This design comes from an exercise in tuning for small area, a short achievable clock period and few clock cycles per item on the open sky130 flow, not from production work.
The RTL was checked by simulation tests, not by an equivalence proof against the original design.

==> flow/design.v (outline; a module is shown in full before it is edited, if it fits) <==
// module mant_fa: 11 lines
// module mant_ha: 10 lines
// module mant_mul: 909 lines
// module mant_mul_cs: 528 lines
// module mant_sqr: 631 lines
// module div3_24: 40 lines
// module div5_24: 43 lines
// module hold_mux32: 9 lines
// module asin_top: 310 lines
module asin_top
(
    input  logic        clock,
    input  logic        i_rst,
    input  logic        i_valid,
    output logic        o_ready,
    input  logic [31:0] i_x,
    output logic        o_valid,
    input  logic        i_ready,
    output logic [31:0] o_asin
);
  // ...
==> flow/flow/run.sh <==
#!/bin/bash
# The standard layout (the standard.sh, which also runs the standard
# synthesis), with two changes to how it is made:
#  - the timing repair after floorplan, CTS and global routing is asked to
#    leave setup slack well beyond what the clock needs (flow/margin.txt, ns),
#    so the layout runs faster than the constraint requires;
#  - the port buffers are sky130_fd_sc_hd__buf_2 rather than the delay
#    buffer buffer_ports picks on its own.
# The clock period and every constraint stay the design's own.
# The full make output goes to standard_flow.log here; ORFS keeps each
# tool's log under orfs/logs.
set -euo pipefail
MARGIN=$(cat flow/margin.txt)
bash standard.sh SETUP_SLACK_MARGIN="$MARGIN" \
    BUFFER_PORTS_ARGS="-buffer_cell sky130_fd_sc_hd__buf_2" finish > standard_flow.log 2>&1
==> flow/flow/margin.txt <==
20.6
==> flow/standard.sh <==
#!/bin/bash
# synth_recipe.tcl (not shown) runs the flow's synth.tcl, then flattens the netlist and writes it again
# the make line also repeats each setting of config.mk as NAME=value (left out here)
make -C /OpenROAD-flow-scripts/flow DESIGN_CONFIG=/design/flow/config.mk WORK_HOME=/design/flow/orfs CLKGATE_MAP_FILE= SYNTH_SCRIPT=/design/flow/synth_recipe.tcl "${@:-finish}"
==> flow/config.mk <==
export PLATFORM = sky130hd
export DESIGN_NAME = asin_top
export DESIGN_NICKNAME = asin_top
export VERILOG_FILES = /design/flow/design.v
export SDC_FILE = /design/flow/constraint.sdc
export NUM_CORES = 4
export LEC_CHECK = 0
export ABC_AREA = 1
export CAP_MARGIN = 20
export CORE_MARGIN = 2
export CORE_UTILIZATION = 55
export PLACE_DENSITY = 0.65
export SLEW_MARGIN = 20
export SYNTH_HIERARCHICAL = 1
export SYNTH_MINIMUM_KEEP_SIZE = 0
==> flow/constraint.sdc <==
create_clock -name core_clock -period 27.0 [get_ports {clock}]
set_input_delay 5.4000 -clock core_clock [delete_from_list [all_inputs] [get_ports {clock}]]
set_output_delay 5.4000 -clock core_clock [all_outputs]
set_load 0.01 [all_outputs]
==> summary.txt, run 1 <==
Timing
  • Rel. slew slack: 0.325
  • Minimum hold slack: 0.294 ns

CTS
  • Clock Root Buffer: clkbuf_16
  • Post-CTS Resized: 69
  • CTS tree: built

Drt
  • Vias: 56600
  • DR iter-0 viols: 4481
  • Top sig layer: met4
  • WL met1: 82000 um
  • Routed WL per cell: 19.6 um

Finish
  • Multi-Input Combinational: 6539
  • Post-Layout Cell Count: 10200
  • Area grow syn2layout: 7.22%
  • Fraction of area in multi-input gates: 0.669
  • ANT cells: 0
  • Multi-input logic area: 0.0516 mm2
  • Commonest non-fill, non-tap cell in the layout: nand2_1

Floorplanning
  • # rows: 132
  • IO Pins: 70

Synthesis
  • Gate Count Post-Synth: 8454

GRT
  • First-pass GRT wire length: 317000 um

Min path
  • Hold depth: 0

Status
  • Status: finished clean
Testbench counts, summed over its fixed seeds: cycles 4,872, items 4,800.
==> inputs of run 2 (changes only) <==
--- a/flow/config.mk
+++ b/flow/config.mk
@@ -6,10 +6,11 @@
 export NUM_CORES = 4
 export LEC_CHECK = 0
 export ABC_AREA = 1
-export CAP_MARGIN = 20
+export CAP_MARGIN = 10
 export CORE_MARGIN = 2
-export CORE_UTILIZATION = 55
-export PLACE_DENSITY = 0.65
-export SLEW_MARGIN = 20
+export CORE_UTILIZATION = 60
+export CTS_BUF_LIST = sky130_fd_sc_hd__clkbuf_8
+export PLACE_DENSITY = 0.7
+export SLEW_MARGIN = 10
 export SYNTH_HIERARCHICAL = 1
 export SYNTH_MINIMUM_KEEP_SIZE = 0
==> run 2 against run 1 <==
Against the previous run: die area is 8.2% lower; routed wire length fell by 0.44%; hold slack better by 0.0093 ns; critical endpoint is now o_ready; non-clock buffer count fell by 18; maximum frequency is 1.7% lower; global-route usage is 2.5 points higher; first-iteration DRC count grew 12%.
==> summary.txt, run 2 <==
Status
  • Status: finished clean

CTS
  • Total CTS buffers: 133
  • Later-pin clock latency in the skew report: 0.84 ns
  • Clk slew on worst S/H paths: 0.07 ns
  • Bufs on Longest Clock Path: 3
  • Clock Root Buffer: clkbuf_8
  • Clk sinks: 782
  • H-tree depth: 4
  • CTS tree: built

GRT
  • First-pass GRT wire length: 315000 um (-0.64%)
  • Total GRT Usage: 0.329
  • Pin count of the biggest net entering global routing: 54
  • Vias in the first global route: 58800
  • Initial antenna violation count: 3
  • Global route total overflow: 0

Floorplanning
  • Die ar.: 0.123 mm2
  • Core region area: 0.119 mm2
  • Die boundary height: 350 um
  • Initial core utilization: 0.602
  • Die width: 350 um
  • IO Pins: 70 (unchanged)
  • # rows: 127 (-3.8%)

Placement
  • Port bufs: 69
  • GP Congestion: 0.917
  • Post-DP HPWL: 140000 um
  • Placed instance area: 0.0731 mm2

Timing
  • Fin. Hold Viols: 0
  • Skew final: 0.0455 ns
  • Rel. slew slack: 0.279 (-0.0453)
  • Worst-Margin Slew: 1.07 ns
  • RSZ-0062 raised after global routing: yes
  • Pins over their slew limit: 0
  • Fin Setup TNS: 0 ns
  • Max Freq: 149 MHz
  • Final worst-path cycle share: 0.248
  • Minimum hold slack: 0.303 ns (+0.00935 ns)
  • Min Tclk post-route: 6.70 ns
  • Setup violations, final: 0

Drt
  • Routed WL: 198000 um
  • Vias: 57400 (+1.4%)
  • Met3 wire length: 20100 um
  • DR WL met2: 91300 um
  • Top sig layer: met5
  • DR iter-0 viols: 5028 (+12%)
  • DRT Pass-1 Iters: 8
  • DR DRC count: 0
  • WL met1: 78900 um (-3.8%)
  • Antenna-violating nets left: 0
  • Routed WL per cell: 19.6 um (+0.24%)
  • Vias/cell: 5.67

Job
  • Max cap viols: 0

Min path
  • Hold Crit Start: x7[29]$_DFF_P_
  • HP Class: reg2reg
  • Hold depth: 0 (unchanged)

Setup path
  • CP Capture Type: primary output
  • Slowest CP cell: dfxtp_2
  • CP peak stage delay: 0.35 ns
  • CP startpoint kind: flip-flop
  • R2R cell count: 28
  • Worst path top cell family by delay: flip-flops
  • CP required: 21.60 ns
  • Stages on worst setup path: 1
  • Worst Path Arrival: 1.30 ns
  • Reg-to-Reg Start: al7[8]$_SDFF_PP0_
  • Crit path from: o_ready$_SDFF_PP1_
  • Crit path kind: reg2out
  • Crit-path cells: buf_6
  • CP bufs+invs: 1
  • Crit Path Max Fanout: 2

Synthesis
  • Yosys warning total: 9
  • Synthesized area per cell: 8.50 um2
  • Mapped Area: 0.0719 mm2
  • Gate Count Post-Synth: 8454 (unchanged)

Finish
  • Area grow syn2layout: 6.51%
  • Commonest cells after routing, fill and taps aside: nand2_1 (2933), fa_1 (1273), inv_1 (735)
  • Share of cells above drive strength 1: 0.0825
  • Layout Utilization: 0.642
  • Fin nets: 10000
  • Commonest non-fill, non-tap cell in the layout: nand2_1
  • Finished Cell Area: 0.0766 mm2
==> run 2: cell count changes in the layout (fill, tap and decap cells not counted), moves of 3 or more <==
cell,previous run,this run
clkbuf_16,85,0
inv_6,10,2
inv_1,703,735
nor2_2,23,26
clkinv_2,12,16
buf_4,149,131
nor2_1,409,406
dfxtp_2,53,61
dfxtp_1,726,716
inv_12,0,7
clkbuf_8,11,158
clkbuf_1,10,0
clkinv_16,7,0
clkinv_8,0,3
==> run 2: final timing paths <==
check | to | slack (ns)
worst min register to register | skid_x[29]$_DFF_P_ | 0.30
worst max register to register | o_asin[0]$_DFF_P_ | 21.21
worst max-delay path | o_ready | 20.30
worst min-delay path | skid_x[29]$_DFF_P_ | 0.30
==> run 2: timing repair <==
| action | in CTS | in global routing |
|---|---|---|
| cloned | 1 | 2 |
| hold buffers | 0 | 0 |
| resized for setup | 71 | 66 |
| setup buffers | 14 | 12 |
| pin swaps | 0 | 5 |
| setup endpoints to repair | 43 | 83 |
==> run 2: per-layer routing <==
metal  up-vias  track usage
li1      26000            -
met1     27900        0.430
met2      2938        0.524
met3       646       0.0863
met4         2        0.132
met5         -      0.00118
==> run 2: layout make-up <==
| class | count | area [um2] |
|---|---|---|
| antenna | 1 | 2.50 |
| clock buffer | 158 | 2170 |
| clock inverter | 76 | 678 |
| fill | 10100 | 42800 |
| inverter | 749 | 2830 |
| multi-input combinational | 6538 | 51500 |
| sequential | 782 | 15800 |
| tap | 1612 | 2020 |
| timing repair buffer | 202 | 1570 |
| timing repair inverter | 3 | 20.0 |
==> run 2: per-stage QoR <==
| stage | worst slack, ns | std cells |
|---|---|---|
| after floorplan | 20.82 | 8526 |
| final | 20.30 | 10100 |
| after global routing | 20.25 | 10100 |
| after global placement | 19.95 | 9857 |
| after CTS | 20.22 | 10100 |
| after detailed placement | 19.95 | 9857 |
==> module asin_top, before the edit <==
module asin_top
(
    input  logic        clock,
    input  logic        i_rst,
    input  logic        i_valid,
    output logic        o_ready,
    input  logic [31:0] i_x,
    output logic        o_valid,
    input  logic        i_ready,
    output logic [31:0] o_asin
);
    function automatic logic [31:0] fnorm(input logic sign, input logic [7:0] e0,
                                          input logic [23:0] ph, input logic zero);
        logic [7:0]  e1;
        e1 = e0 - 8'd1;
        if (zero)
            fnorm = '0;
        else
            fnorm = {sign, ph[23] ? e0 : e1, ph[23] ? ph[22:0] : {ph[21:0], 1'b0}};
    endfunction
    function automatic logic [24:0] add24(input logic [23:0] a, input logic [23:0] b,
                                          input logic ci);
        logic [23:0] g;
        logic [23:0] p;
        logic [23:0] gn;
        logic [23:0] pn;
        logic [24:0] c;
        g = a & b;
        p = a ^ b;
        g[0] = g[0] | (p[0] & ci);
        for (int span = 1; span < 24; span = span * 2)
        begin
            gn = g;
            pn = p;
            for (int i = 0; i < 24; i++)
                if ((i / span) % 2 == 1)
                begin
                    gn[i] = g[i] | (p[i] & g[(i / span) * span - 1]);
                    pn[i] = p[i] & p[(i / span) * span - 1];
                end
            g = gn;
            p = pn;
        end
        c = {g, ci};
        add24 = {c[24], (a ^ b) ^ c[23:0]};
    endfunction
    function automatic logic [31:0] fmul3(input logic [31:0] a);
        logic [25:0] t;
        logic [7:0]  e1;
        logic [7:0]  e2;
        t  = {2'b01, a[22:0]} + {1'b1, a[22:0], 1'b0};
        e2 = a[30:23] + 8'd2;
        e1 = a[30:23] + 8'd1;
        if (a[30:0] == '0)
            fmul3 = '0;
        else
            fmul3 = {a[31], t[25] ? e2 : e1, t[25] ? t[24:2] : {t[23:2], 1'b0}};
    endfunction
    function automatic logic [31:0] fdiv6(input logic [31:0] a, input logic [25:0] d);
        logic [22:0] a3;
        logic [2:0]  lo;
        logic [8:0]  e;
        logic [7:0]  eo;
        logic [22:0] m;
        a3 = d[22:0];
        case (d[25:24])
            2'd0:    lo = 3'd1;
            2'd1:    lo = 3'd3;
            default: lo = 3'd6;
        endcase
        m  = a3[22] ? {a3[21:0], lo[2]} : {a3[20:0], lo[2:1]};
        e  = {1'b0, a[30:23]} - 9'd2 - {8'd0, !a3[22]};
        eo = e[7:0];
        if (e[8])
        begin
            eo = '0;
            m  = '0;
        end
        if (a[30:23] == 8'hff)
        begin
            eo = 8'hff;
            m  = '0;
        end
        fdiv6 = {a[31], eo, m};
    endfunction
    function automatic logic [31:0] fdiv40(input logic [31:0] a, input logic [26:0] d);
        logic [21:0] a5;
        logic [3:0]  lo;
        logic [8:0]  e;
        logic [7:0]  eo;
        logic [22:0] m;
        a5 = d[21:0];
        case (d[26:24])
            3'd0:    lo = 4'd1;
            3'd1:    lo = 4'd4;
            3'd2:    lo = 4'd7;
            3'd3:    lo = 4'd10;
            default: lo = 4'd13;
        endcase
        m  = a5[21] ? {a5[20:0], lo[3:2]} : {a5[19:0], lo[3:1]};
        e  = {1'b0, a[30:23]} - 9'd5 - {8'd0, !a5[21]};
        eo = e[7:0];
        if (e[8])
        begin
            eo = '0;
            m  = '0;
        end
        if (a[30:23] == 8'hff)
        begin
            eo = 8'hff;
            m  = '0;
        end
        fdiv40 = {a[31], eo, m};
    endfunction
    function automatic logic [17:0] falign(input logic [7:0] ea, input logic [7:0] eb);
        logic       a_big;
        logic [7:0] d;
        a_big  = ea >= eb;
        d      = a_big ? ea - eb : eb - ea;
        falign = {a_big, d > 8'd23, d, a_big ? ea : eb};
    endfunction
    function automatic logic [31:0] fadd_z(input logic [31:0] a, input logic [31:0] b,
                                           input logic [17:0] al, input logic za);
        logic        a_big;
        logic        far;
        logic [4:0]  d;
        logic [7:0]  emax;
        logic [23:0] big;
        logic [23:0] sml;
        logic [24:0] s;
        logic [7:0]  e;
        logic [22:0] m;
        a_big  = al[17];
        far    = al[16];
        d      = al[12:8];
        emax   = al[7:0];
        big    = a_big ? {1'b1, a[22:0]} : {1'b1, b[22:0]};
        sml    = a_big ? {1'b1, b[22:0]} : {1'b1, a[22:0]};
        sml    = far ? 24'd0 : sml >> d;
        s      = add24(big, sml, 1'b0);
        e      = s[24] ? emax + 8'd1 : emax;
        m      = s[24] ? s[23:1] : s[22:0];
        fadd_z = {za ? b[31] : a[31], e, m};
    endfunction
    function automatic logic [7:0] fdiv40_exp(input logic [31:0] a);
        logic [8:0] e;
        e = {1'b0, a[30:23]} - 9'd5 - {8'd0, !(a[22] | a[21])};
        if (a[30:23] == 8'hff)
            fdiv40_exp = 8'hff;
        else if (e[8])
            fdiv40_exp = 8'd0;
        else
            fdiv40_exp = e[7:0];
    endfunction
    function automatic logic [17:0] falign_z(input logic za, input logic zb,
                                             input logic [7:0] ea, input logic [7:0] eb);
        if (za)
            falign_z = {2'b01, 8'd0, eb};
        else if (zb)
            falign_z = {2'b11, 8'd0, ea};
        else
            falign_z = falign(ea, eb);
    endfunction
    localparam int L = 8;
    logic [L-1:0] v;
    logic [L-1:0] h;
    logic [31:0] x0, x1, x2, x3, x4, x5, x6, x7;
    logic [31:0] sq1;
    logic        sq_top;
    logic [31:0] sq2, sq3;
    logic [23:0] m3x, m3y;
    logic        m3c;
    logic [7:0]  m3e;
    logic        m3s;
    logic        m3z;
    logic [31:0] cu3;
    logic [23:0] m5x, m5y;
    logic        m5c;
    logic [7:0]  m5e;
    logic        m5s;
    logic        m5z;
    logic [31:0] c4, c5, c6;
    logic [31:0] t5;
    logic [31:0] q6;
    logic [31:0] s7;
    logic [17:0] al6;
    logic [17:0] al7;
    logic        za6;
    logic        za7;
    logic [31:0] q6_d;
    logic [31:0] s7_d;
    logic [31:0] res;
    logic [47:0] sq_p;
    logic [23:0] m3_x, m3_y;
    logic        m3_c;
    logic [23:0] m5_x, m5_y;
    logic        m5_c;
    mant_sqr    u_sq (.i_a(x0[22:0]), .o_p(sq_p));
    mant_mul_cs u_m3 (.i_a(sq1[22:0]), .i_b(x1[22:0]), .o_x(m3_x), .o_y(m3_y), .o_c(m3_c));
    mant_mul_cs u_m5 (.i_a(sq3[22:0]), .i_b(cu3[22:0]), .o_x(m5_x), .o_y(m5_y), .o_c(m5_c));
    logic        skid_v;
    logic        skid_h;
    logic [31:0] skid_x;
    logic        head_mode;
    logic        accept;
    logic        r_free;
    logic        deliver;
    logic        recirc;
    logic        head_mode_d;
    logic [7:0]  es0;
    logic [7:0]  es1;
    logic [23:0] s_sml;
    logic        s_top;
    always_comb
    begin
        es0 = al6[7:0];
        es1 = al6[7:0] + 8'd1;
        s_sml = al6[17] ? {1'b1, q6[22:0]} : {1'b1, c6[22:0]};
        s_sml = al6[16] ? 24'd0 : s_sml >> al6[12:8];
        s_top = add24(al6[17] ? {1'b1, c6[22:0]} : {1'b1, q6[22:0]}, s_sml, 1'b0) >> 24;
    end
    logic [24:0] m3sum;
    logic [24:0] m5sum;
    assign m3sum   = add24(m3x, m3y, m3c);
    assign m5sum   = add24(m5x, m5y, m5c);
    logic [23:0] d3_q;
    logic [1:0]  d3_r;
    logic [23:0] d5_q;
    logic [2:0]  d5_r;
    div3_24 u_d3 (.i_n({1'b1, cu3[22:0]}), .o_q(d3_q), .o_r(d3_r));
    div5_24 u_d5 (.i_n({1'b1, t5[22:0]}), .o_q(d5_q), .o_r(d5_r));
    logic [31:0] o_asin_d;
    hold_mux32 u_hold (.i_sel(deliver), .i_a(res), .i_b(o_asin), .o_y(o_asin_d));
    assign accept  = i_valid && o_ready;
    assign sq_top  = {1'b1, x0[22:0]} >= 24'd11863284;
    assign q6_d    = fdiv40(t5, {d5_r, d5_q});
    assign s7_d    = fadd_z(c6, q6, al6, za6);
    assign res     = fadd_z(x7, s7, al7, za7);
    assign r_free  = !o_valid || i_ready;
    assign deliver = v[L-1] && r_free && (!head_mode || h[L-1]);
    assign recirc  = v[L-1] && !deliver;
    always_comb
    begin
        head_mode_d = head_mode;
        if (recirc && !head_mode)
            head_mode_d = 1'b1;
        else if (deliver && h[L-1])
            head_mode_d = 1'b0;
    end
    always_ff @(posedge clock)
    begin
        if (i_rst)
        begin
            v         <= '0;
            skid_v    <= 1'b0;
            head_mode <= 1'b0;
            o_valid   <= 1'b0;
            o_ready   <= 1'b1;
        end
        else
        begin
            v         <= {v[L-2:0], accept || skid_v};
            skid_v    <= recirc;
            head_mode <= head_mode_d;
            o_ready   <= !recirc && !head_mode_d;
            if (deliver)
                o_valid <= 1'b1;
            else if (i_ready)
                o_valid <= 1'b0;
        end
        h      <= {h[L-2:0], skid_v && skid_h};
        skid_h <= head_mode ? h[L-1] : 1'b1;
        skid_x <= x7;
        x0  <= skid_v ? skid_x : i_x;
        x1  <= x0;
        sq1 <= fnorm(1'b0, {x0[29:23], 1'b0} - 8'd126, {sq_top, sq_p[46:24]}, x0[30:0] == '0);
        x2  <= x1;
        sq2 <= sq1;
        m3x <= m3_x;
        m3y <= m3_y;
        m3c <= m3_c;
        m3e <= sq1[30:23] + x1[30:23] - 8'd126;
        m3s <= sq1[31] ^ x1[31];
        m3z <= sq1[30:0] == '0 || x1[30:0] == '0;
        x3  <= x2;
        sq3 <= sq2;
        cu3 <= fnorm(m3s, m3e, ~m3sum[23:0], m3z);
        x4  <= x3;
        c4  <= fdiv6(cu3, {d3_r, d3_q});
        m5x <= m5_x;
        m5y <= m5_y;
        m5c <= m5_c;
        m5e <= sq3[30:23] + cu3[30:23] - 8'd126;
        m5s <= sq3[31] ^ cu3[31];
        m5z <= sq3[30:0] == '0 || cu3[30:0] == '0;
        x5  <= x4;
        c5  <= c4;
        t5  <= fmul3(fnorm(m5s, m5e, ~m5sum[23:0], m5z));
        x6  <= x5;
        c6  <= c5;
        q6  <= q6_d;
        al6 <= falign_z(c5[30:0] == '0, q6_d[30:0] == '0, c5[30:23], fdiv40_exp(t5));
        za6 <= c5[30:0] == '0;
        x7  <= x6;
        s7  <= s7_d;
        al7 <= falign_z(x6[30:0] == '0, s7_d[30:0] == '0, x6[30:23], s_top ? es1 : es0);
        za7 <= x6[30:0] == '0;
        o_asin <= o_asin_d;
    end
endmodule
==> inputs of run 3 (changes only) <==
--- a/flow/design.v
+++ b/flow/design.v
@@ -2411,18 +2411,6 @@
     logic        deliver;
     logic        recirc;
     logic        head_mode_d;
-    logic [7:0]  es0;
-    logic [7:0]  es1;
-    logic [23:0] s_sml;
-    logic        s_top;
-    always_comb
-    begin
-        es0 = al6[7:0];
-        es1 = al6[7:0] + 8'd1;
-        s_sml = al6[17] ? {1'b1, q6[22:0]} : {1'b1, c6[22:0]};
-        s_sml = al6[16] ? 24'd0 : s_sml >> al6[12:8];
-        s_top = add24(al6[17] ? {1'b1, c6[22:0]} : {1'b1, q6[22:0]}, s_sml, 1'b0) >> 24;
-    end
     logic [24:0] m3sum;
     logic [24:0] m5sum;
     assign m3sum   = add24(m3x, m3y, m3c);
@@ -2507,7 +2495,7 @@
         za6 <= c5[30:0] == '0;
         x7  <= x6;
         s7  <= s7_d;
-        al7 <= falign_z(x6[30:0] == '0, s7_d[30:0] == '0, x6[30:23], s_top ? es1 : es0);
+        al7 <= falign_z(x6[30:0] == '0, s7_d[30:0] == '0, x6[30:23], s7_d[30:23]);
         za7 <= x6[30:0] == '0;
         o_asin <= o_asin_d;
     end
==> flow/config.mk (replaced) <==
export PLATFORM = sky130hd
export DESIGN_NAME = asin_top
export DESIGN_NICKNAME = asin_top
export VERILOG_FILES = /design/flow/design.v
export SDC_FILE = /design/flow/constraint.sdc
export NUM_CORES = 4
export LEC_CHECK = 0
export ABC_AREA = 1
export CAP_MARGIN = 20
export CORE_MARGIN = 2
export CORE_UTILIZATION = 55
export PLACE_DENSITY = 0.65
export SLEW_MARGIN = 20
export SYNTH_HIERARCHICAL = 1
export SYNTH_MINIMUM_KEEP_SIZE = 0
==> run 3 against run 2 <==
Against the previous run: highest routed layer unchanged; register-to-register slack worse by 0.07 ns; hold slack got worse by 0.018 ns; first-iteration DRC count fell by 6.4%; maximum frequency up 2.4%; critical endpoint is now o_asin[30]; critical path depth stayed put; synthesized cell count down 0.21%; die area is 8.8% higher.
==> summary.txt, run 3 <==
Status
  • Status: finished clean

Floorplanning
  • Core region area: 0.129 mm2 (+8.5%)
  • Initial core utilization: 0.554 (-0.0481)
  • Die width: 365 um (+4.3%)
  • Die ar.: 0.133 mm2 (+8.8%)
  • # rows: 132 (+3.9%)
  • Die boundary height: 365 um (+4.3%)
  • IO Pins: 70 (unchanged)

Finish
  • Share of cells above drive strength 1: 0.0750 (-0.00748)
  • Commonest cells after routing, fill and taps aside: nand2_1 (2904), fa_1 (1273), inv_1 (728)
  • Fin nets: 9960 (-0.53%)
  • Commonest non-fill, non-tap cell in the layout: nand2_1
  • Filler cells: 11500 (+14%)
  • Area grow syn2layout: 7.00%

Timing
  • Min Tclk post-route: 6.54 ns (-0.158 ns)
  • Rel. slew slack: 0.349 (+0.0699)
  • Pins over their slew limit: 0 (unchanged)
  • Skew final: 0.0647 ns (+0.0192 ns)
  • Setup violations, final: 0 (unchanged)
  • RSZ-0062 raised after global routing: yes
  • Final worst-path cycle share: 0.242 (-0.00585)
  • Fin Setup TNS: 0 ns (unchanged)
  • Max Freq: 153 MHz (+2.4%)
  • Fin. Hold Viols: 0 (unchanged)
  • Worst-Margin Slew: 0.976 ns (-0.0959 ns)

GRT
  • Vias in the first global route: 58200 (-1.1%)
  • Total GRT Usage: 0.303 (-0.0257)
  • First-pass GRT wire length: 316000 um (+0.35%)
  • Initial antenna violation count: 3 (unchanged)
  • Global route total overflow: 0 (unchanged)
  • Pin count of the biggest net entering global routing: 56 (+3.7%)

Setup path
  • R2R cell count: 33 (+18%)
  • CP bufs+invs: 1 (unchanged)
  • Crit-path cells: buf_6
  • Stages on worst setup path: 1 (unchanged)
  • R2r setup slk: 21.14 ns (-0.07 ns)
  • Worst path top cell family by delay: flip-flops
  • CP required: 21.60 ns (about the same)
  • CP peak stage delay: 0.35 ns (about the same)
  • CP startpoint kind: flip-flop
  • Crit path kind: reg2out
  • Crit Path Max Fanout: 2 (unchanged)
  • Worst Path Arrival: 1.14 ns (-0.16 ns)
  • Slowest CP cell: dfxtp_2
  • CP Capture Type: primary output

CTS
  • H-tree depth: 3 (-1)
  • Total CTS buffers: 83 (-38%)
  • Clock Root Buffer: clkbuf_16
  • Bufs on Longest Clock Path: 3 (unchanged)
  • CTS tree: built
  • Cts hold-fix bufs: 0 (unchanged)
  • Later-pin clock latency in the skew report: 0.68 ns (-0.16 ns)
  • Clk sinks: 782 (unchanged)
  • Clk slew on worst S/H paths: 0.06 ns (about the same)

Synthesis
  • Yosys warning total: 9 (unchanged)
  • Gate Count Post-Synth: 8436 (-0.21%)
  • Mapped Area: 0.0718 mm2 (-0.16%)
  • Synthesized area per cell: 8.51 um2 (about the same)

Placement
  • GP Congestion: 0.915 (-0.27%)
  • Post-DP HPWL: 140000 um (+0.68%)
  • Port bufs: 69 (unchanged)

Min path
  • Hold depth: 0 (unchanged)
  • HP Class: reg2reg

Job
  • Max cap viols: 0 (unchanged)

Drt
  • Antenna-violating nets left: 0 (unchanged)
  • DRT Pass-1 Iters: 5 (-3)
  • DR DRC count: 0 (unchanged)
  • DR iter-0 viols: 4705 (-6.4%)
  • Vias/cell: 5.55 (-2.2%)
  • Routed WL per cell: 19.6 um (+0.21%)
  • Vias: 56400 (-1.8%)
  • Routed WL: 200000 um (+0.66%)
-- run 3: per-stage QoR --
| stage | instance area [um2] | util | instances | hold slack [ns] | worst slack (ns) |
|---|---|---|---|---|---|
| 6_report | 76800 | 0.593 | 10200 | 0.285 | 20.46 |
| 5_1_grt | 76800 | 0.593 | 10200 | 0.301 | 20.42 |
| 4_1_cts | 76500 | 0.591 | 10100 | 0.284 | 20.42 |
| 3_5_place_dp | 73200 | 0.565 | 9980 | 0.312 | 19.91 |
| 3_3_place_gp | 73200 | 0.565 | 9980 | 0.310 | 19.99 |
| 2_1_floorplan | 72100 | - | 8508 | 0.310 | 20.83 |
-- run 3: repair_timing --
item,4_1_cts,5_1_grt
pin swaps,0,4
endpoints found under the setup margin,34,99
gates cloned,0,8
gates resized for setup,68,51
setup buffers,12,13
-- run 3: layout make-up --
class / count / area, um2 / share of cell area
Timing Repair Buffer: 208 / 1610 / 0.0210
Inverter: 775 / 2940 / 0.0383
Multi-Input combinational cell: 6500 / 51300 / 0.668
Sequential cell: 782 / 15700 / 0.205
Clock buffer: 108 / 2290 / 0.0298
Clock inverter: 44 / 693 / 0.00902
Timing Repair inverter: 6 / 32.5 / 0.000424
Tap cell: 1742 / 2180 / 0.0284
Antenna cell: 1 / 2.50 / 0.0000326
-- run 3: final timing paths --
| path | from | endpoint |
|---|---|---|
| worst max-delay path | o_asin[30]$_DFF_P_ | o_asin[30] |
| worst min-delay path | x4[29]$_DFF_P_ | x5[29]$_DFF_P_ |
| worst max register to register | m5x[0]$_DFF_P_ | t5[14]$_SDFF_PP0_ |
| worst min register to register | x4[29]$_DFF_P_ | x5[29]$_DFF_P_ |
-- run 3: per-layer routing --
metal,vias up,track usage,part of all wire
li1,25800,-,-
met1,27700,0.406,0.41
met2,2459,0.491,0.46
met3,475,0.0645,0.090
met4,4,0.103,0.033
met5,-,0.00109,0.00013
Testbench counts of run 3, summed over its fixed seeds: cycles 4,872, items 4,800.
==> inputs of run 4 (changes only) <==
--- a/flow/config.mk
+++ b/flow/config.mk
@@ -9,6 +9,8 @@
 export CAP_MARGIN = 20
 export CORE_MARGIN = 2
 export CORE_UTILIZATION = 55
+export CTS_CLUSTER_DIAMETER = 120
+export CTS_CLUSTER_SIZE = 24
 export PLACE_DENSITY = 0.65
 export SLEW_MARGIN = 20
 export SYNTH_HIERARCHICAL = 1
==> run 4 against run 3 <==
Against the previous run: routed wire length fell by 0.89%; register-to-register slack about the same; sequential share of layout area grew 0.48 points; largest cell class unchanged; non-clock buffer count stayed put; design area down 2.3%; sequential cell count is the same; clock skew down 0.023 ns; critical path type unchanged; die area is the same; clock-buffer cell count shrank 67.
==> summary.txt, run 4 <==
Finish
  • Commonest cells after routing, fill and taps aside: nand2_1 (2904), fa_1 (1273), inv_1 (728)
  • Commonest non-fill, non-tap cell in the layout: nand2_1
  • Area grow syn2layout: 4.56%
  • Post-Layout Cell Count: 10100 (-0.95%)
  • Share of cells above drive strength 1: 0.0657 (-0.00932)
  • Fin nets: 9918 (-0.42%)
  • Finished Cell Area: 0.0751 mm2 (-2.3%)

Setup path
  • CP peak stage delay: 0.36 ns (about the same)
  • CP required: 21.60 ns (about the same)
  • Reg-to-Reg Start: m5x[0]$_DFF_P_
  • Crit path from: o_asin[30]$_DFF_P_
  • CP startpoint kind: flip-flop
  • CP Capture Type: primary output
  • Crit Path Max Fanout: 2 (unchanged)
  • Crit path kind: reg2out
  • Crit-path cells: buf_6
  • Slowest CP cell: dfxtp_2
  • Worst Path Arrival: 1.12 ns (-0.02 ns)
  • Worst path top cell family by delay: flip-flops
  • CP bufs+invs: 1 (unchanged)

GRT
  • Total GRT Usage: 0.300 (-0.00315)
  • First-pass GRT wire length: 312000 um (-1.2%)
  • Global route total overflow: 0 (unchanged)
  • Vias in the first global route: 57500 (-1.1%)
  • Pin count of the biggest net entering global routing: 56 (unchanged)
  • Initial antenna violation count: 2 (-1)

Timing
  • Min Tclk post-route: 6.52 ns (-0.0195 ns)
  • Rel. slew slack: 0.364 (+0.0143)
  • Fin Setup TNS: 0 ns (unchanged)
  • RSZ-0062 raised after global routing: yes
  • Fin. Hold Viols: 0 (unchanged)
  • Setup violations, final: 0 (unchanged)
  • Skew final: 0.0419 ns (-0.0228 ns)
  • Worst-Margin Slew: 0.955 ns (-0.0214 ns)
  • Final worst-path cycle share: 0.241 (-0.000722)
  • Pins over their slew limit: 0 (unchanged)
  • Max Freq: 153 MHz (+0.30%)

CTS
  • Bufs on Longest Clock Path: 3 (unchanged)
  • Clk slew on worst S/H paths: 0.10 ns (+0.04 ns)
  • Cts hold-fix bufs: 0 (unchanged)
  • H-tree depth: 2 (-1)
  • Total CTS buffers: 41 (-51%)
  • CTS tree: built
  • Clk sinks: 782 (unchanged)
  • Later-pin clock latency in the skew report: 0.65 ns (-0.03 ns)
  • Clock Root Buffer: clkbuf_16

Floorplanning
  • # rows: 132 (unchanged)
  • IO Pins: 70 (unchanged)
  • Die width: 365 um (unchanged)
  • Core region area: 0.129 mm2 (unchanged)
  • Die ar.: 0.133 mm2 (unchanged)
  • Die boundary height: 365 um (unchanged)
  • Initial core utilization: 0.554 (unchanged)

Min path
  • HP Class: reg2reg
  • Hold Crit Start: x4[30]$_DFF_P_

Drt
  • DR DRC count: 0 (unchanged)
  • DRT Pass-1 Iters: 5 (unchanged)
  • Top sig layer: met5
  • DR iter-0 viols: 4582 (-2.6%)
  • Routed WL per cell: 19.7 um (about the same)
  • Vias/cell: 5.55 (about the same)
  • Met3 wire length: 17800 um (-0.74%)
  • Routed WL: 198000 um (-0.89%)
  • Vias: 55800 (-0.95%)
  • WL met1: 81800 um (-0.74%)
  • DR WL met2: 91900 um (-1.0%)
  • Antenna-violating nets left: 0 (unchanged)

Synthesis
  • Mapped Area: 0.0718 mm2 (unchanged)
  • Gate Count Post-Synth: 8436 (unchanged)
  • Synthesized area per cell: 8.51 um2 (unchanged)
  • Yosys warning total: 9 (unchanged)

Placement
  • Placed insts: 9980 (unchanged)
  • GP Congestion: 0.915 (unchanged)
  • Placed instance area: 0.0732 mm2 (unchanged)
  • Port bufs: 69 (unchanged)
  • Post-DP HPWL: 140000 um (unchanged)

Status
  • Status: finished clean

Job
  • Max cap viols: 0 (unchanged)
## run 4: layout make-up
| class | count | area [um2] |
|---|---|---|
| timing repair inverter | 6 | 37.5 |
| sequential | 782 | 15700 |
| timing repair buffer | 208 | 1610 |
| clock buffer | 41 | 1030 |
| inverter | 775 | 2950 |
| clock inverter | 12 | 190 |
| tap | 1742 | 2180 |
| antenna | 3 | 7.51 |
| fill | 11700 | 54400 |
| multi-input combinational | 6500 | 51300 |
## run 4: layer usage
metal  vias up  global-route usage
li1      25600                   -
met1     27400               0.403
met2      2383               0.486
met3       445              0.0638
met4         2              0.0983
met5         -             0.00399
## run 4: what timing repair did
item	CTS	global route
gates cloned	0	8
buffers inserted	12	13
endpoints found under the setup margin	34	107
pin swaps	0	4
resized for setup	68	56
## run 4: path summary, 6_finish.rpt
check / endpoint / slack (ns) / cells after the start
min: x5[30]$_DFF_P_ / 0.30 / 0
min reg2reg: x5[30]$_DFF_P_ / 0.30 / 0
max: o_asin[30] / 20.48 / 1
max reg2reg: t5[14]$_SDFF_PP0_ / 21.13 / 33
## run 4: stage by stage
step                      hold WS, ns  setup slack, ns  utilization
after floorplan                 0.310            20.83            -
after global placement          0.310            19.99        0.565
after detailed placement        0.312            19.91        0.565
after CTS                       0.301            20.46        0.577
after global routing            0.304            20.44        0.580
final                           0.297            20.48        0.580
==> inputs of run 5 (changes only) <==
--- a/flow/config.mk
+++ b/flow/config.mk
@@ -8,10 +8,10 @@
 export ABC_AREA = 1
 export CAP_MARGIN = 20
 export CORE_MARGIN = 2
-export CORE_UTILIZATION = 55
+export CORE_UTILIZATION = 65
 export CTS_CLUSTER_DIAMETER = 120
 export CTS_CLUSTER_SIZE = 24
-export PLACE_DENSITY = 0.65
+export PLACE_DENSITY = 0.75
 export SLEW_MARGIN = 20
 export SYNTH_HIERARCHICAL = 1
 export SYNTH_MINIMUM_KEEP_SIZE = 0
==> run 5 against run 4 <==
Against the previous run: still clean; critical path depth unchanged; core utilization is 10 points higher; maximum frequency up 0.37%; routed wire length down 1.1%; register-to-register slack gained 0.08 ns; first-iteration DRC count is 9.5% higher; die area down 15%; sequential cell count did not move; clock-buffer cell count did not move.
==> summary.txt, run 5 <==
Setup path
  • R2R cell count: 40 (+21%)
  • Stages on worst setup path: 1 (unchanged)
  • Crit-path cells: buf_6
  • Crit Path Max Fanout: 2 (unchanged)
  • Reg2reg end: al7[0]$_DFF_P_
  • CP peak stage delay: 0.37 ns (about the same)
  • Worst Path Arrival: 1.10 ns (-0.02 ns)
  • CP Capture Type: primary output
  • R2r setup slk: 21.21 ns (+0.08 ns)
  • Critical Path End: o_asin[22]
  • Crit path kind: reg2out
  • Worst path top cell family by delay: flip-flops
  • Slowest CP cell: dfxtp_2
  • CP startpoint kind: flip-flop
  • CP required: 21.60 ns (about the same)
  • Crit path from: o_asin[22]$_DFF_P_
  • CP bufs+invs: 1 (unchanged)
  • Reg-to-Reg Start: al6[17]$_SDFF_PP0_

Finish
  • Commonest cells after routing, fill and taps aside: nand2_1 (2901), fa_1 (1273), inv_1 (728)
  • Share of cells above drive strength 1: 0.0667 (+0.000961)
  • Area grow syn2layout: 4.07%
  • Post-Layout Cell Count: 9801 (-2.7%)
  • Fin nets: 9921 (+0.030%)
  • Finished Cell Area: 0.0747 mm2 (-0.47%)
  • Commonest non-fill, non-tap cell in the layout: nand2_1

Drt
  • DR DRC count: 0 (unchanged)
  • Antenna-violating nets left: 0 (unchanged)
  • DR iter-0 viols: 5016 (+9.5%)
  • DRT Pass-1 Iters: 6 (+1)
  • Routed WL: 196000 um (-1.1%)
  • Routed WL per cell: 20.0 um (+1.6%)
  • Vias/cell: 5.83 (+5.2%)
  • Vias: 57200 (+2.4%)

Timing
  • RSZ-0062 raised after global routing: yes
  • Setup violations, final: 0 (unchanged)
  • Skew final: 0.0423 ns (+0.000401 ns)
  • Fin. Hold Viols: 0 (unchanged)
  • Pins over their slew limit: 0 (unchanged)
  • Worst-Margin Slew: 0.988 ns (+0.0336 ns)
  • Minimum hold slack: 0.307 ns (+0.0104 ns)
  • Final worst-path cycle share: 0.241 (-0.000881)
  • Fin Setup TNS: 0 ns (unchanged)
  • Rel. slew slack: 0.341 (-0.0224)
  • Min Tclk post-route: 6.50 ns (-0.0238 ns)
  • Max Freq: 154 MHz (+0.37%)

Floorplanning
  • Core region area: 0.109 mm2 (-16%)
  • Die ar.: 0.113 mm2 (-15%)
  • IO Pins: 70 (unchanged)
  • Initial core utilization: 0.658 (+0.103)
  • # rows: 121 (-8.3%)
  • Die width: 336 um (-7.9%)
  • Die boundary height: 336 um (-7.9%)

Synthesis
  • Mapped Area: 0.0718 mm2 (unchanged)
  • Synthesized area per cell: 8.51 um2 (unchanged)
  • Yosys warning total: 9 (unchanged)
  • Gate Count Post-Synth: 8436 (unchanged)

Status
  • Status: finished clean

GRT
  • Pin count of the biggest net entering global routing: 56 (unchanged)
  • Global route total overflow: 0 (unchanged)
  • Initial antenna violation count: 1 (-1)
  • Vias in the first global route: 58600 (+2.0%)
  • First-pass GRT wire length: 311000 um (-0.42%)
  • Total GRT Usage: 0.351 (+0.0508)

CTS
  • Total CTS buffers: 39 (-4.9%)
  • CTS tree: built
  • Later-pin clock latency in the skew report: 0.64 ns (about the same)
  • H-tree depth: 2 (unchanged)
  • Clk slew on worst S/H paths: 0.10 ns (about the same)
  • Clk sinks: 782 (unchanged)
  • Clock Root Buffer: clkbuf_16
  • Bufs on Longest Clock Path: 3 (unchanged)

Placement
  • Port bufs: 69 (unchanged)
  • GP Congestion: 0.938 (+2.5%)
  • Placed instance area: 0.0728 mm2 (-0.49%)
  • Post-DP HPWL: 139000 um (-1.1%)
  • Placed insts: 9711 (-2.7%)

Job
  • Max cap viols: 0 (unchanged)

Min path
  • Hold depth: 0 (unchanged)
  • HP Class: reg2reg
  • Hold Crit Start: x2[23]$_DFF_P_
run 5: timing repair:
item | CTS | global route
endpoints found under the setup margin | 34 | 112
pin swaps | 0 | 6
gates resized for setup | 69 | 66
gates cloned | 0 | 8
setup buffers | 17 | 16
endpoints found under the hold margin | 0 | 0
hold buffers | 0 | 0
run 5: worst min path at each step:
stage | to | slack (ns)
after floorplan | c4[31]$_DFF_P_ | 0.31
after global placement | h[1]$_DFF_P_ | 0.31
after detailed placement | skid_x[25]$_DFF_P_ | 0.31
after CTS | x3[23]$_DFF_P_ | 0.30
after global routing | x3[23]$_DFF_P_ | 0.30
final | x3[23]$_DFF_P_ | 0.31
run 5: area by class of cell:
class                      instances  area (um2)
timing repair inverter             6        35.0
clock buffer                      41         983
antenna                            1        2.50
clock inverter                     7         134
tap                             1476        1850
timing repair buffer             213        1640
multi-input combinational       6500       51400
fill                            8672       34400
sequential                       782       15700
inverter                         775        2940
run 5: stage by stage:
stage | utilization | setup WS (ns)
2_1_floorplan | - | 20.83
3_3_place_gp | 0.667 | 19.96
3_5_place_dp | 0.667 | 19.99
4_1_cts | 0.681 | 20.47
5_1_grt | 0.684 | 20.45
6_report | 0.684 | 20.50
run 5: layer usage:
metal	wire length [um]	global-route usage
met1	75900	0.460
met2	91000	0.564
met3	20200	0.0840
met4	8630	0.143
met5	0	0.00170
==> inputs of run 6 (changes only) <==
--- a/flow/config.mk
+++ b/flow/config.mk
@@ -9,8 +9,6 @@
 export CAP_MARGIN = 20
 export CORE_MARGIN = 2
 export CORE_UTILIZATION = 65
-export CTS_CLUSTER_DIAMETER = 120
-export CTS_CLUSTER_SIZE = 24
 export PLACE_DENSITY = 0.75
 export SLEW_MARGIN = 20
 export SYNTH_HIERARCHICAL = 1
==> run 6 against run 5 <==
Against the previous run: still clean; synthesized area unchanged; clock skew increased by 0.0063 ns; via count increased by 1.0%; synthesized cell count unchanged; critical path depth unchanged; routed wire length increased by 1.2%; worst setup slack got worse by 0.049 ns; critical path type unchanged; largest cell class unchanged.
==> summary.txt, run 6 <==
Drt
  • Routed WL per cell: 20.0 um (+0.21%)
  • Antenna-violating nets left: 0 (unchanged)
  • Vias/cell: 5.83 (about the same)
  • DR iter-0 viols: 4937 (-1.6%)
  • DRT Pass-1 Iters: 8 (+2)
  • Vias: 57800 (+1.0%)
  • Routed WL: 198000 um (+1.2%)
  • DR DRC count: 0 (unchanged)

Setup path
  • CP peak stage delay: 0.35 ns (-0.02 ns)
  • Crit path kind: reg2out
  • Reg-to-Reg Start: al6[17]$_SDFF_PP0_
  • R2r setup slk: 21.20 ns (about the same)
  • Stages on worst setup path: 1 (unchanged)
  • Slowest CP cell: dfxtp_4
  • CP Capture Type: primary output
  • Worst Path Arrival: 1.14 ns (+0.04 ns)
  • CP bufs+invs: 1 (unchanged)
  • Reg2reg end: al7[16]$_SDFF_PP1_
  • CP required: 21.60 ns (about the same)
  • R2R cell count: 37 (-7.5%)
  • CP startpoint kind: flip-flop
  • Crit Path Max Fanout: 2 (unchanged)
  • Worst path top cell family by delay: flip-flops
  • Crit-path cells: buf_6

Timing
  • Fin Setup TNS: 0 ns (unchanged)
  • Setup violations, final: 0 (unchanged)
  • Skew final: 0.0486 ns (+0.00631 ns)
  • RSZ-0062 raised after global routing: yes
  • Fin. Hold Viols: 0 (unchanged)
  • Final worst-path cycle share: 0.242 (+0.00183)
  • Worst-Margin Slew: 1.00 ns (+0.0163 ns)
  • Max Freq: 153 MHz (-0.75%)
  • Pins over their slew limit: 0 (unchanged)
  • Min Tclk post-route: 6.54 ns (+0.0494 ns)
  • Rel. slew slack: 0.330 (-0.0108)
  • Post-route setup slack: 20.46 ns (-0.0494 ns)

Placement
  • Port bufs: 69 (unchanged)
  • GP Congestion: 0.938 (unchanged)
  • Post-DP HPWL: 139000 um (unchanged)
  • Placed insts: 9711 (unchanged)
  • Placed instance area: 0.0728 mm2 (unchanged)
  • Place WS: 19.99 ns (unchanged)

Min path
  • Hold Path Sink: sq3[24]$_DFF_P_
  • Hold depth: 0 (unchanged)
  • Hold Crit Start: sq2[24]$_DFF_P_
  • HP Class: reg2reg

Floorplanning
  • IO Pins: 70 (unchanged)
  • Core region area: 0.109 mm2 (unchanged)
  • Initial core utilization: 0.658 (unchanged)
  • # rows: 121 (unchanged)
  • Die ar.: 0.113 mm2 (unchanged)
  • Die width: 336 um (unchanged)
  • Die boundary height: 336 um (unchanged)

CTS
  • Later-pin clock latency in the skew report: 0.68 ns (+0.04 ns)
  • Clk slew on worst S/H paths: 0.06 ns (-0.04 ns)
  • Clock Root Buffer: clkbuf_16
  • Clk sinks: 782 (unchanged)
  • Cts hold-fix bufs: 0 (unchanged)
  • Total CTS buffers: 83 (+110%)
  • Bufs on Longest Clock Path: 3 (unchanged)
  • CTS tree: built
  • H-tree depth: 3 (+1)

GRT
  • Vias in the first global route: 59300 (+1.1%)
  • Pin count of the biggest net entering global routing: 56 (unchanged)
  • Global route total overflow: 0 (unchanged)
  • First-pass GRT wire length: 314000 um (+0.90%)
  • Total GRT Usage: 0.355 (+0.00441)
  • Initial antenna violation count: 1 (unchanged)

Finish
  • Fin nets: 9960 (+0.39%)
  • Area grow syn2layout: 6.34%
  • Post-Layout Cell Count: 9898 (+0.99%)
  • Filler cells: 8478 (-2.2%)
  • Commonest non-fill, non-tap cell in the layout: nand2_1
  • Share of cells above drive strength 1: 0.0756 (+0.00897)
  • Finished Cell Area: 0.0763 mm2 (+2.2%)
  • Commonest cells after routing, fill and taps aside: nand2_1 (2903), fa_1 (1273), inv_1 (728)

Synthesis
  • Synthesized area per cell: 8.51 um2 (unchanged)
  • Mapped Area: 0.0718 mm2 (unchanged)
  • Yosys warning total: 9 (unchanged)
  • Gate Count Post-Synth: 8436 (unchanged)

Status
  • Status: finished clean

Job
  • Max cap viols: 0 (unchanged)
==> run 6: area by class of cell <==
type	instances	area, um2	area share
antenna	1	2.50	0.0000328
multi-input combinational	6500	51400	0.673
sequential	782	15700	0.206
inverter	775	2940	0.0386
tap	1476	1850	0.0242
clock buffer	103	2240	0.0294
timing repair inverter	6	32.5	0.000426
timing repair buffer	208	1610	0.0211
clock inverter	47	554	0.00726
==> run 6: worst max path at each step <==
stage,start,endpoint,slack (ns)
2_1_floorplan,i_ready,o_asin[16]$_DFF_P_,20.83
3_3_place_gp,i_ready,o_asin[21]$_DFF_P_,19.96
3_5_place_dp,i_ready,o_asin[24]$_DFF_P_,19.99
4_1_cts,o_asin[27]$_DFF_P_,o_asin[27],20.42
5_1_grt,o_asin[22]$_DFF_P_,o_asin[22],20.41
6_report,o_asin[17]$_DFF_P_,o_asin[17],20.46
==> run 6: repair_timing <==
item	CTS	global route
buffers inserted	17	11
endpoints found under the hold margin	0	0
setup endpoints to repair	34	98
pin swaps	0	7
gates resized for setup	68	60
gates cloned	0	8
==> run 6: metrics by stage <==
step                      hold WS, ns   util
after global placement          0.310  0.667
after CTS                       0.311  0.696
after detailed placement        0.312  0.667
after global routing            0.315  0.699
after floorplan                 0.310      -
final                           0.307  0.699
==> run 6: layer usage <==
layer  track usage  wire length (um)  vias up  share of wire
li1              -                 -    25800              -
met1         0.460             76200    28000           0.38
met2         0.570             92400     3251           0.47
met3        0.0915             20900      693           0.11
met4         0.150              8600        2          0.043
met5             0                12        -       0.000061
==> inputs of run 7 (changes only) <==
--- a/flow/design.v
+++ b/flow/design.v
@@ -2411,6 +2411,18 @@
     logic        deliver;
     logic        recirc;
     logic        head_mode_d;
+    logic [7:0]  es0;
+    logic [7:0]  es1;
+    logic [23:0] s_sml;
+    logic        s_top;
+    always_comb
+    begin
+        es0 = al6[7:0];
+        es1 = al6[7:0] + 8'd1;
+        s_sml = al6[17] ? {1'b1, q6[22:0]} : {1'b1, c6[22:0]};
+        s_sml = al6[16] ? 24'd0 : s_sml >> al6[12:8];
+        s_top = add24(al6[17] ? {1'b1, c6[22:0]} : {1'b1, q6[22:0]}, s_sml, 1'b0) >> 24;
+    end
     logic [24:0] m3sum;
     logic [24:0] m5sum;
     assign m3sum   = add24(m3x, m3y, m3c);
@@ -2495,7 +2507,7 @@
         za6 <= c5[30:0] == '0;
         x7  <= x6;
         s7  <= s7_d;
-        al7 <= falign_z(x6[30:0] == '0, s7_d[30:0] == '0, x6[30:23], s7_d[30:23]);
+        al7 <= falign_z(x6[30:0] == '0, s7_d[30:0] == '0, x6[30:23], s_top ? es1 : es0);
         za7 <= x6[30:0] == '0;
         o_asin <= o_asin_d;
     end
==> flow/run.sh (new file) <==
#!/bin/bash
# synth_recipe.tcl (not shown) runs the flow's synth.tcl, then flattens the netlist and writes it again
# the make line also repeats each setting of config.mk as NAME=value (left out here)
make -C /OpenROAD-flow-scripts/flow DESIGN_CONFIG=/design/flow/config.mk WORK_HOME=/design/flow/orfs CLKGATE_MAP_FILE= SYNTH_SCRIPT=/design/flow/synth_recipe.tcl finish
--- a/flow/config.mk
+++ b/flow/config.mk
@@ -8,8 +8,8 @@
 export ABC_AREA = 1
 export CAP_MARGIN = 20
 export CORE_MARGIN = 2
-export CORE_UTILIZATION = 65
-export PLACE_DENSITY = 0.75
+export CORE_UTILIZATION = 55
+export PLACE_DENSITY = 0.65
 export SLEW_MARGIN = 20
 export SYNTH_HIERARCHICAL = 1
 export SYNTH_MINIMUM_KEEP_SIZE = 0
removed: flow/flow/run.sh
removed: flow/flow/margin.txt
removed: flow/standard.sh
==> run 7 against run 6 <==
Against the previous run: synthesized cell count increased by 0.21%; design area up 0.59%; largest cell class unchanged; still clean on timing, DRC and antenna.
==> summary.txt, run 7 <==
Status
  • Status: finished clean

Floorplanning
  • # rows: 132 (+9.1%)
  • Core region area: 0.130 mm2 (+19%)
  • Die ar.: 0.134 mm2 (+18%)
  • Die width: 366 um (+8.7%)
  • Die boundary height: 366 um (+8.7%)
  • IO Pins: 70 (unchanged)
  • Initial core utilization: 0.555 (-0.103)

Finish
  • Fin nets: 9939 (-0.21%)
  • Layout Utilization: 0.592 (-0.107)
  • ANT cells: 0 (-1)
  • Share of cells above drive strength 1: 0.0564 (-0.0193)
  • Commonest cells after routing, fill and taps aside: nand2_1 (2940), fa_1 (1273), dfxtp_1 (767)
  • Post-Layout Cell Count: 10200 (+2.6%)
  • Filler cells: 11500 (+35%)
  • Area grow syn2layout: 6.79%
  • Commonest non-fill, non-tap cell in the layout: nand2_1

Synthesis
  • Yosys warning total: 9 (unchanged)
  • Mapped Area: 0.0719 mm2 (+0.16%)
  • Synthesized area per cell: 8.50 um2 (about the same)
  • Gate Count Post-Synth: 8454 (+0.21%)

Setup path
  • Slowest CP cell: clkdlybuf4s50_1
  • CP bufs+invs: 1 (unchanged)
  • Crit Path Max Fanout: 2 (unchanged)
  • CP peak stage delay: 0.56 ns (+0.21 ns)
  • CP Capture Type: primary output
  • Crit path kind: reg2out
  • R2R cell count: 37 (unchanged)
  • Reg2reg end: al7[16]$_SDFF_PP1_
  • CP startpoint kind: flip-flop
  • Crit-path cells: clkdlybuf4s50_1
  • Worst Path Arrival: 1.63 ns (+0.49 ns)
  • CP required: 21.60 ns (about the same)
  • R2r setup slk: 20.34 ns (-0.86 ns)
  • Crit path from: o_ready$_SDFF_PP1_
  • Worst path top cell family by delay: buffers and inverters
  • Reg-to-Reg Start: al6[17]$_SDFF_PP0_

GRT
  • Global route total overflow: 0 (unchanged)
  • Total GRT Usage: 0.308 (-0.0473)
  • Pin count of the biggest net entering global routing: 54 (-3.6%)
  • Vias in the first global route: 58200 (-1.9%)
  • Initial antenna violation count: 1 (unchanged)
  • First-pass GRT wire length: 320000 um (+2.0%)

Timing
  • RSZ-0062 raised after global routing: no
  • Rel. slew slack: 0.300 (-0.0301)
  • Final worst-path cycle share: 0.261 (+0.0181)
  • Fin Setup TNS: 0 ns (unchanged)
  • Skew final: 0.0620 ns (+0.0134 ns)
  • Max Freq: 142 MHz (-7.0%)
  • Pins over their slew limit: 0 (unchanged)
  • Worst-Margin Slew: 1.05 ns (+0.0440 ns)
  • Min Tclk post-route: 7.03 ns (+0.489 ns)
  • Fin. Hold Viols: 0 (unchanged)
  • Setup violations, final: 0 (unchanged)

Placement
  • GP Congestion: 0.945 (+0.70%)
  • Post-DP HPWL: 143000 um (+2.5%)
  • Port bufs: 69 (unchanged)
  • Placed insts: 9989 (+2.9%)

CTS
  • Clk slew on worst S/H paths: 0.06 ns (about the same)
  • Total CTS buffers: 86 (+3.6%)
  • Cts hold-fix bufs: 0 (unchanged)
  • Post-CTS Setup Bufs: 0 (-17)
  • H-tree depth: 3 (unchanged)
  • CTS tree: built
  • Later-pin clock latency in the skew report: 0.70 ns (+0.02 ns)
  • Clock Root Buffer: clkbuf_16
  • Clk sinks: 782 (unchanged)
  • Bufs on Longest Clock Path: 3 (unchanged)
  • Post-CTS Resized: 0 (-100%)

Drt
  • DR iter-0 viols: 4804 (-2.7%)
  • Vias: 56700 (-1.9%)
  • DR DRC count: 0 (unchanged)
  • Routed WL per cell: 19.9 um (-0.48%)
  • DRT Pass-1 Iters: 6 (-2)
  • Routed WL: 202000 um (+2.1%)
  • Vias/cell: 5.58 (-4.3%)
  • Antenna-violating nets left: 0 (unchanged)

Min path
  • HP Class: reg2reg
  • Hold depth: 0 (unchanged)
  • Hold Path Sink: sq3[1]$_DFF_P_
  • Hold Crit Start: sq2[1]$_DFF_P_

Job
  • Max cap viols: 0 (unchanged)
==> run 7: cell count changes in the layout (fill, tap and decap cells not counted), sizes merged, moves of 5 or more <==
cell	change
buf	-98
clkdlybuf4s50	+69
inv	-33
nand2	+29
clkinvlp	-11
bufinv	+10
clkinv	+9
nand3	+7
nand3b	+7
nor2	-7
o21ai	-7
a31oi	+6
o221ai	-5
==> run 7: stage by stage <==
| step | setup slack, ns | hold WS [ns] | cell area [um2] |
|---|---|---|---|
| floorplan | 20.82 | 0.310 | 72200 |
| global placement | 19.59 | 0.310 | 73600 |
| detailed placement | 19.54 | 0.312 | 73600 |
| CTS | 19.92 | 0.289 | 76800 |
| global route | 19.58 | 0.291 | 76800 |
| finish | 19.97 | 0.292 | 76800 |
==> run 7: cell type report <==
class,count,area (um2),share of cell area
flip-flops and latches,782,15700,0.204
clock buffers,108,2290,0.0299
well taps,1742,2180,0.0284
multi-input cells,6538,51400,0.670
inverters,749,2820,0.0367
repair buffers,178,1510,0.0197
clock inverters,54,873,0.0114
==> run 7: worst reg2reg max path, delay by kind of cell, from the launching register on <==
| kind | cells | cell delay [ns] |
|---|---|---|
| and+or+nand+nor | 18 | 1.91 |
| DFF | 1 | 0.29 |
| buffers and inverters | 6 | 1.37 |
| AOI/OAI and AO/OA | 8 | 1.54 |
| adders and majority gates | 4 | 1.13 |
| xor gates and xnor gates | 1 | 0.41 |
==> run 7: worst max-delay path by stage <==
stage	to	slack (ns)	cells after the start
after global placement	o_asin[19]$_DFF_P_	19.59	8
after floorplan	o_asin[26]$_DFF_P_	20.82	8
after global routing	al7[5]$_DFF_P_	19.58	36
after CTS	o_ready	19.92	1
after detailed placement	o_asin[14]$_DFF_P_	19.54	8
final	o_ready	19.97	1
==> run 7: routing by layer <==
metal / share of wire / vias to the layer above / wire (um) / track usage
li1: - / 25800 / - / -
met1: 0.41 / 27800 / 82900 / 0.406
met2: 0.47 / 2537 / 94400 / 0.502
met3: 0.088 / 538 / 17800 / 0.0697
met4: 0.035 / 0 / 7140 / 0.109
met5: 0 / - / 0 / 0
Testbench counts of run 7, summed over its fixed seeds: cycles 4,872, items 4,800.

## re-timing with driven ports
How much do the figures lean on ideal ports? The routed layouts below were timed once more, with nothing changed but the port constraints. Step 1, drivers: a clkbuf_16 drives clock and a buf_2 each remaining input, both assumed. Step 2 also shifts input and output timing later by t, the mid clock arrival at the registers, as if the neighbouring blocks saw the same clock. a / b / c = ideal ports / drivers / drivers and shift; a / b = the first two.
run	t (ns)	setup WS [ns]	hold slack, ns	worst setup path at the end	latest minus earliest clock arrival (ns)
run 1	0.765	20.420 / 20.341 / 20.526	0.294 / 0.294 / 0.294	input to register	0.085 / 0.084
run 2	0.895	20.303 / 20.231 / 19.942	0.303 / 0.303 / 0.303	input to register	0.057 / 0.057
run 3	0.742	20.461 / 20.374 / 20.012	0.285 / 0.285 / 0.285	input to register	0.074 / 0.073
run 4	0.707	20.481 / 20.408 / 20.186	0.297 / 0.297 / 0.297	input to register	0.045 / 0.045
run 5	0.686	20.505 / 20.433 / 20.230	0.307 / 0.307 / 0.307	input to register	0.047 / 0.047
run 6	0.730	20.455 / 20.384 / 20.088	0.307 / 0.307 / 0.307	input to register	0.049 / 0.049
run 7	0.758	19.966 / 19.889 / 19.587	0.292 / 0.292 / 0.292	input to register	0.083 / 0.083
After both steps setup and hold are still met in every run listed. For run 3, which loses most, drivers alone change the setup slack by -0.087 ns; drivers and shift together by -0.449 ns.
